Background: an optimization exercise with open tools, aiming at small area. Do not read the settings as production practice.
Function was checked by simulation only, so behaviour that the tests miss may differ from the original.
No activity file was given, so power comes from the tool's default toggle rates.

Design battery_boost_power_sequencer_core, start of the top module:
module battery_boost_power_sequencer_core (
   input  logic                                clock,
   input  logic                                reset,
   input  logic                                req_valid,
   output logic                                req_stall,
   input  logic [41:0]                         req_data,
   output logic                                rsp_valid,
   input  logic                                rsp_stall,
   output logic [15:0]                         rsp_data,
   input  logic                                psel,
   input  logic                                penable,
   input  logic                                pwrite,
   input  logic [bbps_pkg::CSR_ADDR_W-1:0]     paddr,
   input  logic [bbps_pkg::CSR_DATA_W-1:0]     pwdata,
   output logic [bbps_pkg::CSR_DATA_W-1:0]     prdata,
   output logic                                pready
);
   logic                         in_valid_ff;
   logic [9:0]                   in_q_ff;
   logic [3:0]                   in_r_ff;
   logic [bbps_pkg::TIME_W-1:0]  in_now_ff;
   logic                         in_carry_ff;
   logic [bbps_pkg::TIME_W-1:0]  now_in;
   logic                         carry_in;
   logic                         rsp_valid_ff;
   logic [3:0]                   count_ff;
   logic [bbps_pkg::CV_W-1:0]    batt_cv_ff;
   logic                         advance;
  ...
Size: about 140 I/O pins, roughly 9400 um2 of cells after synthesis.
export LEC_CHECK = 0
export ABC_AREA = 1
export CAP_MARGIN = 20
export CORE_MARGIN = 2
export CORE_UTILIZATION = 50
export SLEW_MARGIN = 20
create_clock -name core_clock -period 12.0 [get_ports {clock}]
standard.sh (not shown) runs the stock make flow with config.mk's settings and CLKGATE_MAP_FILE= SYNTH_SCRIPT=/design/flow/synth_recipe.tcl, a recipe that flattens the netlist after the stock synthesis.
==> flow/flow/run.sh <==
#!/bin/bash
# Layout flow: the standard synthesis (standard.sh synth, unchanged), then the
# combinational logic between the registers is mapped again by ABC for area (registers,
# full/half adder cells and tie cells are kept as they are, by name and cell type; full
# adders fed by inverters are first turned around by fapol.py), then
# the rest of the standard layout with buf_1 port buffers and no CTS dummy loads.
set -euo pipefail
HERE=$(pwd)
LIB=$FLOW_HOME/platforms/sky130hd/lib/sky130_fd_sc_hd__tt_025C_1v80.lib
YOSYS=$FLOW_HOME/../tools/install/yosys/bin/yosys
command -v yosys >/dev/null 2>&1 && YOSYS=$(command -v yosys)
RES=$HERE/orfs/results/sky130hd/battery_boost_power_sequencer_core/base

export BUFFER_PORTS_ARGS="-buffer_cell sky130_fd_sc_hd__buf_1"
export CTS_ARGS="-sink_clustering_enable -repair_clock_nets -dont_use_dummy_load -buf_list sky130_fd_sc_hd__clkbuf_8 -sink_clustering_size 20"

bash standard.sh synth > $HERE/flow_synth.log 2>&1

cp $RES/1_2_yosys.v $HERE/standard_1_2_yosys.v
# full adders with inverted inputs become full adders on the true inputs (self-dual)
python3 $HERE/flow/fapol.py $HERE/standard_1_2_yosys.v $HERE/fapol_1_2_yosys.v > $HERE/fapol.log 2>&1
cat > $HERE/resynth.ys <<EOY
read_liberty -ignore_miss_func -ignore_miss_dir $LIB
read_verilog $HERE/fapol_1_2_yosys.v
hierarchy -check -top $FLOW_TOP
blackbox sky130_fd_sc_hd__dfxtp_1 sky130_fd_sc_hd__edfxtp_1 sky130_fd_sc_hd__conb_1 sky130_fd_sc_hd__fa_1 sky130_fd_sc_hd__ha_1
flatten
rename -hide w:*
opt -purge
read_liberty -lib -overwrite $LIB
abc -script $HERE/flow/resynth.abc -liberty $LIB -dont_use sky130_fd_sc_hd__lpflow_bleeder_1 -dont_use sky130_fd_sc_hd__lpflow_clkbufkapwr_1 -dont_use sky130_fd_sc_hd__lpflow_clkbufkapwr_16 -dont_use sky130_fd_sc_hd__lpflow_clkbufkapwr_2 -dont_use sky130_fd_sc_hd__lpflow_clkbufkapwr_4 -dont_use sky130_fd_sc_hd__lpflow_clkbufkapwr_8 -dont_use sky130_fd_sc_hd__lpflow_clkinvkapwr_1 -dont_use sky130_fd_sc_hd__lpflow_clkinvkapwr_16 -dont_use sky130_fd_sc_hd__lpflow_clkinvkapwr_2 -dont_use sky130_fd_sc_hd__lpflow_clkinvkapwr_4 -dont_use sky130_fd_sc_hd__lpflow_clkinvkapwr_8 -dont_use sky130_fd_sc_hd__lpflow_decapkapwr_12 -dont_use sky130_fd_sc_hd__lpflow_decapkapwr_3 -dont_use sky130_fd_sc_hd__lpflow_decapkapwr_4 -dont_use sky130_fd_sc_hd__lpflow_decapkapwr_6 -dont_use sky130_fd_sc_hd__lpflow_decapkapwr_8 -dont_use sky130_fd_sc_hd__lpflow_inputiso0n_1 -dont_use sky130_fd_sc_hd__lpflow_inputiso0p_1 -dont_use sky130_fd_sc_hd__lpflow_inputiso1n_1 -dont_use sky130_fd_sc_hd__lpflow_inputiso1p_1 -dont_use sky130_fd_sc_hd__lpflow_inputisolatch_1 -dont_use sky130_fd_sc_hd__lpflow_isobufsrc_1 -dont_use sky130_fd_sc_hd__lpflow_isobufsrc_16 -dont_use sky130_fd_sc_hd__lpflow_isobufsrc_2 -dont_use sky130_fd_sc_hd__lpflow_isobufsrc_4 -dont_use sky130_fd_sc_hd__lpflow_isobufsrc_8 -dont_use sky130_fd_sc_hd__lpflow_isobufsrckapwr_16 -dont_use sky130_fd_sc_hd__lpflow_lsbuf_lh_hl_isowell_tap_1 -dont_use sky130_fd_sc_hd__lpflow_lsbuf_lh_hl_isowell_tap_2 -dont_use sky130_fd_sc_hd__lpflow_lsbuf_lh_hl_isowell_tap_4 -dont_use sky130_fd_sc_hd__lpflow_lsbuf_lh_isowell_4 -dont_use sky130_fd_sc_hd__lpflow_lsbuf_lh_isowell_tap_1 -dont_use sky130_fd_sc_hd__lpflow_lsbuf_lh_isowell_tap_2 -dont_use sky130_fd_sc_hd__lpflow_lsbuf_lh_isowell_tap_4 -dont_use sky130_fd_sc_hd__probe_p_8 -dont_use sky130_fd_sc_hd__probec_p_8  -D 12000
splitnets
opt_clean -purge
hilomap -singleton -hicell sky130_fd_sc_hd__conb_1 HI -locell sky130_fd_sc_hd__conb_1 LO
insbuf -buf sky130_fd_sc_hd__buf_4 A X
check -assert -mapped
tee -o $HERE/resynth_stat.txt stat -liberty $LIB
write_verilog -noattr -nohex -nodec $HERE/resynth_1_2_yosys.v
EOY
$YOSYS -s $HERE/resynth.ys > $HERE/resynth_yosys.log 2>&1
cp $HERE/resynth_1_2_yosys.v $RES/1_2_yosys.v

bash standard.sh do-1_synth > $HERE/flow_synth_odb.log 2>&1
bash standard.sh finish > $HERE/flow_finish.log 2>&1
==> flow/flow/resynth.abc <==
strash
balance
rewrite
refactor
balance
rewrite
rewrite -z
balance
refactor -z
rewrite -z
balance
dch -f
amap -F 20 -A 30 -C 5000
Other scripts of this flow, unchanged in this note and not shown: flow/flow/fapol.py
Rerun with:
--- a/flow/flow/run.sh
+++ b/flow/flow/run.sh
@@ -4 +4 @@
-# full/half adder cells and tie cells are kept as they are, by name and cell type; full
+# full adder cells and tie cells are kept as they are, by name and cell type; full
@@ -15 +15 @@
-export CTS_ARGS="-sink_clustering_enable -repair_clock_nets -dont_use_dummy_load -buf_list sky130_fd_sc_hd__clkbuf_8 -sink_clustering_size 20"
+export CTS_ARGS="-sink_clustering_enable -repair_clock_nets -dont_use_dummy_load -buf_list sky130_fd_sc_hd__clkbuf_8"
@@ -26 +26 @@
-blackbox sky130_fd_sc_hd__dfxtp_1 sky130_fd_sc_hd__edfxtp_1 sky130_fd_sc_hd__conb_1 sky130_fd_sc_hd__fa_1 sky130_fd_sc_hd__ha_1
+blackbox sky130_fd_sc_hd__dfxtp_1 sky130_fd_sc_hd__edfxtp_1 sky130_fd_sc_hd__conb_1 sky130_fd_sc_hd__fa_1
==> flow/flow/resynth.abc (replaced) <==
strash
dch -f
amap -F 20 -A 30 -C 5000
Settings changed: CORE_UTILIZATION 50 to 65.
After rerunning: The new run finished clean; via count grows by 3.2%; area after synthesis fell by about 1.1%; sequential power goes down by about 0.8%; final cell count came out lower by about 3.2%.

---

Starting RTL as in the previous note.
export LEC_CHECK = 0
export ABC_AREA = 1
export CAP_MARGIN = 20
export CORE_MARGIN = 2
export CORE_UTILIZATION = 50
export SLEW_MARGIN = 20
create_clock -name core_clock -period 12.0 [get_ports {clock}]
==> flow/flow/run.sh <==
#!/bin/bash
# Layout flow: the standard synthesis (standard.sh synth, unchanged), then the
# combinational logic between the registers is mapped again by ABC for area (registers,
# full adder cells and tie cells are kept as they are, by name and cell type; full
# adders fed by inverters are first turned around by fapol.py), then
# the rest of the standard layout with buf_1 port buffers and no CTS dummy loads.
set -euo pipefail
HERE=$(pwd)
LIB=$FLOW_HOME/platforms/sky130hd/lib/sky130_fd_sc_hd__tt_025C_1v80.lib
YOSYS=$FLOW_HOME/../tools/install/yosys/bin/yosys
command -v yosys >/dev/null 2>&1 && YOSYS=$(command -v yosys)
RES=$HERE/orfs/results/sky130hd/battery_boost_power_sequencer_core/base

export BUFFER_PORTS_ARGS="-buffer_cell sky130_fd_sc_hd__buf_1"
export CTS_ARGS="-sink_clustering_enable -repair_clock_nets -dont_use_dummy_load -buf_list \"sky130_fd_sc_hd__clkbuf_4 sky130_fd_sc_hd__clkbuf_8\" -sink_clustering_max_diameter 60"

bash standard.sh synth > $HERE/flow_synth.log 2>&1

cp $RES/1_2_yosys.v $HERE/standard_1_2_yosys.v
# full adders with inverted inputs become full adders on the true inputs (self-dual)
python3 $HERE/flow/fapol.py $HERE/standard_1_2_yosys.v $HERE/fapol_1_2_yosys.v > $HERE/fapol.log 2>&1
cat > $HERE/resynth.ys <<EOY
read_liberty -ignore_miss_func -ignore_miss_dir $LIB
read_verilog $HERE/fapol_1_2_yosys.v
hierarchy -check -top $FLOW_TOP
blackbox sky130_fd_sc_hd__dfxtp_1 sky130_fd_sc_hd__edfxtp_1 sky130_fd_sc_hd__conb_1 sky130_fd_sc_hd__fa_1
flatten
rename -hide w:*
opt -purge
read_liberty -lib -overwrite $LIB
abc -script $HERE/flow/resynth.abc -liberty $LIB -dont_use sky130_fd_sc_hd__lpflow_bleeder_1 -dont_use sky130_fd_sc_hd__lpflow_clkbufkapwr_1 -dont_use sky130_fd_sc_hd__lpflow_clkbufkapwr_16 -dont_use sky130_fd_sc_hd__lpflow_clkbufkapwr_2 -dont_use sky130_fd_sc_hd__lpflow_clkbufkapwr_4 -dont_use sky130_fd_sc_hd__lpflow_clkbufkapwr_8 -dont_use sky130_fd_sc_hd__lpflow_clkinvkapwr_1 -dont_use sky130_fd_sc_hd__lpflow_clkinvkapwr_16 -dont_use sky130_fd_sc_hd__lpflow_clkinvkapwr_2 -dont_use sky130_fd_sc_hd__lpflow_clkinvkapwr_4 -dont_use sky130_fd_sc_hd__lpflow_clkinvkapwr_8 -dont_use sky130_fd_sc_hd__lpflow_decapkapwr_12 -dont_use sky130_fd_sc_hd__lpflow_decapkapwr_3 -dont_use sky130_fd_sc_hd__lpflow_decapkapwr_4 -dont_use sky130_fd_sc_hd__lpflow_decapkapwr_6 -dont_use sky130_fd_sc_hd__lpflow_decapkapwr_8 -dont_use sky130_fd_sc_hd__lpflow_inputiso0n_1 -dont_use sky130_fd_sc_hd__lpflow_inputiso0p_1 -dont_use sky130_fd_sc_hd__lpflow_inputiso1n_1 -dont_use sky130_fd_sc_hd__lpflow_inputiso1p_1 -dont_use sky130_fd_sc_hd__lpflow_inputisolatch_1 -dont_use sky130_fd_sc_hd__lpflow_isobufsrc_1 -dont_use sky130_fd_sc_hd__lpflow_isobufsrc_16 -dont_use sky130_fd_sc_hd__lpflow_isobufsrc_2 -dont_use sky130_fd_sc_hd__lpflow_isobufsrc_4 -dont_use sky130_fd_sc_hd__lpflow_isobufsrc_8 -dont_use sky130_fd_sc_hd__lpflow_isobufsrckapwr_16 -dont_use sky130_fd_sc_hd__lpflow_lsbuf_lh_hl_isowell_tap_1 -dont_use sky130_fd_sc_hd__lpflow_lsbuf_lh_hl_isowell_tap_2 -dont_use sky130_fd_sc_hd__lpflow_lsbuf_lh_hl_isowell_tap_4 -dont_use sky130_fd_sc_hd__lpflow_lsbuf_lh_isowell_4 -dont_use sky130_fd_sc_hd__lpflow_lsbuf_lh_isowell_tap_1 -dont_use sky130_fd_sc_hd__lpflow_lsbuf_lh_isowell_tap_2 -dont_use sky130_fd_sc_hd__lpflow_lsbuf_lh_isowell_tap_4 -dont_use sky130_fd_sc_hd__probe_p_8 -dont_use sky130_fd_sc_hd__probec_p_8  -D 12000
splitnets
opt_clean -purge
hilomap -singleton -hicell sky130_fd_sc_hd__conb_1 HI -locell sky130_fd_sc_hd__conb_1 LO
insbuf -buf sky130_fd_sc_hd__buf_4 A X
check -assert -mapped
tee -o $HERE/resynth_stat.txt stat -liberty $LIB
write_verilog -noattr -nohex -nodec $HERE/resynth_1_2_yosys.v
EOY
$YOSYS -s $HERE/resynth.ys > $HERE/resynth_yosys.log 2>&1
cp $HERE/resynth_1_2_yosys.v $RES/1_2_yosys.v

bash standard.sh do-1_synth > $HERE/flow_synth_odb.log 2>&1
bash standard.sh finish > $HERE/flow_finish.log 2>&1
==> flow/flow/resynth.abc <==
strash
dch -f
amap -F 20 -A 30 -C 5000
Other scripts of this flow, unchanged in this note and not shown: flow/flow/fapol.py
Edit:
--- a/flow/flow/run.sh
+++ b/flow/flow/run.sh
@@ -4 +4 @@
-# full adder cells and tie cells are kept as they are, by name and cell type; full
+# full/half adder cells and tie cells are kept as they are, by name and cell type; full
@@ -15 +15 @@
-export CTS_ARGS="-sink_clustering_enable -repair_clock_nets -dont_use_dummy_load -buf_list \"sky130_fd_sc_hd__clkbuf_4 sky130_fd_sc_hd__clkbuf_8\" -sink_clustering_max_diameter 60"
+export CTS_ARGS="-sink_clustering_enable -repair_clock_nets -dont_use_dummy_load -buf_list sky130_fd_sc_hd__clkbuf_8"
@@ -26 +26 @@
-blackbox sky130_fd_sc_hd__dfxtp_1 sky130_fd_sc_hd__edfxtp_1 sky130_fd_sc_hd__conb_1 sky130_fd_sc_hd__fa_1
+blackbox sky130_fd_sc_hd__dfxtp_1 sky130_fd_sc_hd__edfxtp_1 sky130_fd_sc_hd__conb_1 sky130_fd_sc_hd__fa_1 sky130_fd_sc_hd__ha_1
==> flow/flow/resynth.abc (replaced) <==
strash
balance
rewrite
refactor
balance
rewrite
rewrite -z
balance
refactor -z
rewrite -z
balance
dch -f
amap -F 20 -A 30 -C 5000
--- a/flow/config.mk
+++ b/flow/config.mk
@@ -11 +11 @@
-export CORE_UTILIZATION = 50
+export CORE_UTILIZATION = 40
Critical path depth rises by 2.
Cell area climbs by 2.2%.
Core utilization is lower by 12 points.
Synthesized area rose by 1.1%.
Via count hardly moves.
Total power is about the same.
Non-clock buffer count decreases by 3.
Synthesized cell count shrinks by 1.3%.
Edit:
--- a/flow/flow/run.sh
+++ b/flow/flow/run.sh
@@ -4 +4 @@
-# full/half adder cells and tie cells are kept as they are, by name and cell type; full
+# full adder cells and tie cells are kept as they are, by name and cell type; full
@@ -26 +26 @@
-blackbox sky130_fd_sc_hd__dfxtp_1 sky130_fd_sc_hd__edfxtp_1 sky130_fd_sc_hd__conb_1 sky130_fd_sc_hd__fa_1 sky130_fd_sc_hd__ha_1
+blackbox sky130_fd_sc_hd__dfxtp_1 sky130_fd_sc_hd__edfxtp_1 sky130_fd_sc_hd__conb_1 sky130_fd_sc_hd__fa_1
==> flow/flow/resynth.abc (replaced) <==
strash
dch -f
amap -F 20 -A 30 -C 5000
--- a/flow/config.mk
+++ b/flow/config.mk
@@ -11 +11 @@
-export CORE_UTILIZATION = 40
+export CORE_UTILIZATION = 50
What happened:
- via count stays flat
- design area decreases by a few percent
- routed wire length decreases by a few percent
- first-iteration DRC count increases by a little under a tenth
- cell count decreases by a few percent
- combinational power is about the same
- worst setup slack gets better by 0.17 ns
- fmax increases slightly
- clock-buffer cell count stays the same
- global-route usage increases by 4.7 points
- die area decreases by about a fifth
Edit:
--- a/flow/flow/run.sh
+++ b/flow/flow/run.sh
@@ -4 +4 @@
-# full adder cells and tie cells are kept as they are, by name and cell type; full
+# full/half adder cells and tie cells are kept as they are, by name and cell type; full
@@ -15 +15 @@
-export CTS_ARGS="-sink_clustering_enable -repair_clock_nets -dont_use_dummy_load -buf_list sky130_fd_sc_hd__clkbuf_8"
+export CTS_ARGS="-sink_clustering_enable -repair_clock_nets -dont_use_dummy_load -buf_list sky130_fd_sc_hd__clkbuf_16 -sink_clustering_size 30"
@@ -26 +26 @@
-blackbox sky130_fd_sc_hd__dfxtp_1 sky130_fd_sc_hd__edfxtp_1 sky130_fd_sc_hd__conb_1 sky130_fd_sc_hd__fa_1
+blackbox sky130_fd_sc_hd__dfxtp_1 sky130_fd_sc_hd__edfxtp_1 sky130_fd_sc_hd__conb_1 sky130_fd_sc_hd__fa_1 sky130_fd_sc_hd__ha_1
==> flow/flow/resynth.abc (replaced) <==
strash
balance
rewrite
refactor
balance
rewrite
rewrite -z
balance
refactor -z
rewrite -z
balance
dch -f
amap -F 20 -A 30 -C 5000
--- a/flow/config.mk
+++ b/flow/config.mk
@@ -9 +9 @@
-export CAP_MARGIN = 20
+export CAP_MARGIN = 5
@@ -11,2 +11,2 @@
-export CORE_UTILIZATION = 50
-export SLEW_MARGIN = 20
+export CORE_UTILIZATION = 40
+export SLEW_MARGIN = 5
Result:
- worst hold slack degrades by 0.0075 ns
- worst setup slack degrades by 0.19 ns
- combinational power barely changes

[separate check: timing with driven ports]
How much do the figures lean on ideal ports? The routed layouts below were timed once more, with nothing changed but the port constraints. Step 1: set_driving_cell puts a clkbuf_16 on clock and a buf_2 on each other input, an assumption about the parent block. Step 2 also shifts input and output timing later by t, the mid clock arrival at the registers, as if the neighbouring blocks saw the same clock. a / b / c = ideal / step 1 / step 2; a / b = the first two.
run	t, ns	setup WS [ns]	hold WS [ns]	worst setup path after step 2
the first run of note 1	0.487	2.217 / 2.235 / 1.748	0.459 / 0.459 / 0.459	input to register
the second run of note 1	0.492	2.400 / 2.420 / 1.928	0.458 / 0.458 / 0.458	input to register
the first run of note 2	0.503	2.351 / 2.371 / 1.868	0.460 / 0.460 / 0.460	input to register
the second run of note 2	0.498	2.180 / 2.202 / 1.704	0.458 / 0.458 / 0.458	input to register
the third run of note 2	0.503	2.351 / 2.371 / 1.868	0.460 / 0.460 / 0.460	input to register
the fourth run of note 2	0.476	2.164 / 2.171 / 1.714	0.453 / 0.453 / 0.453	input to register
After both steps setup and hold are still met in every run listed.
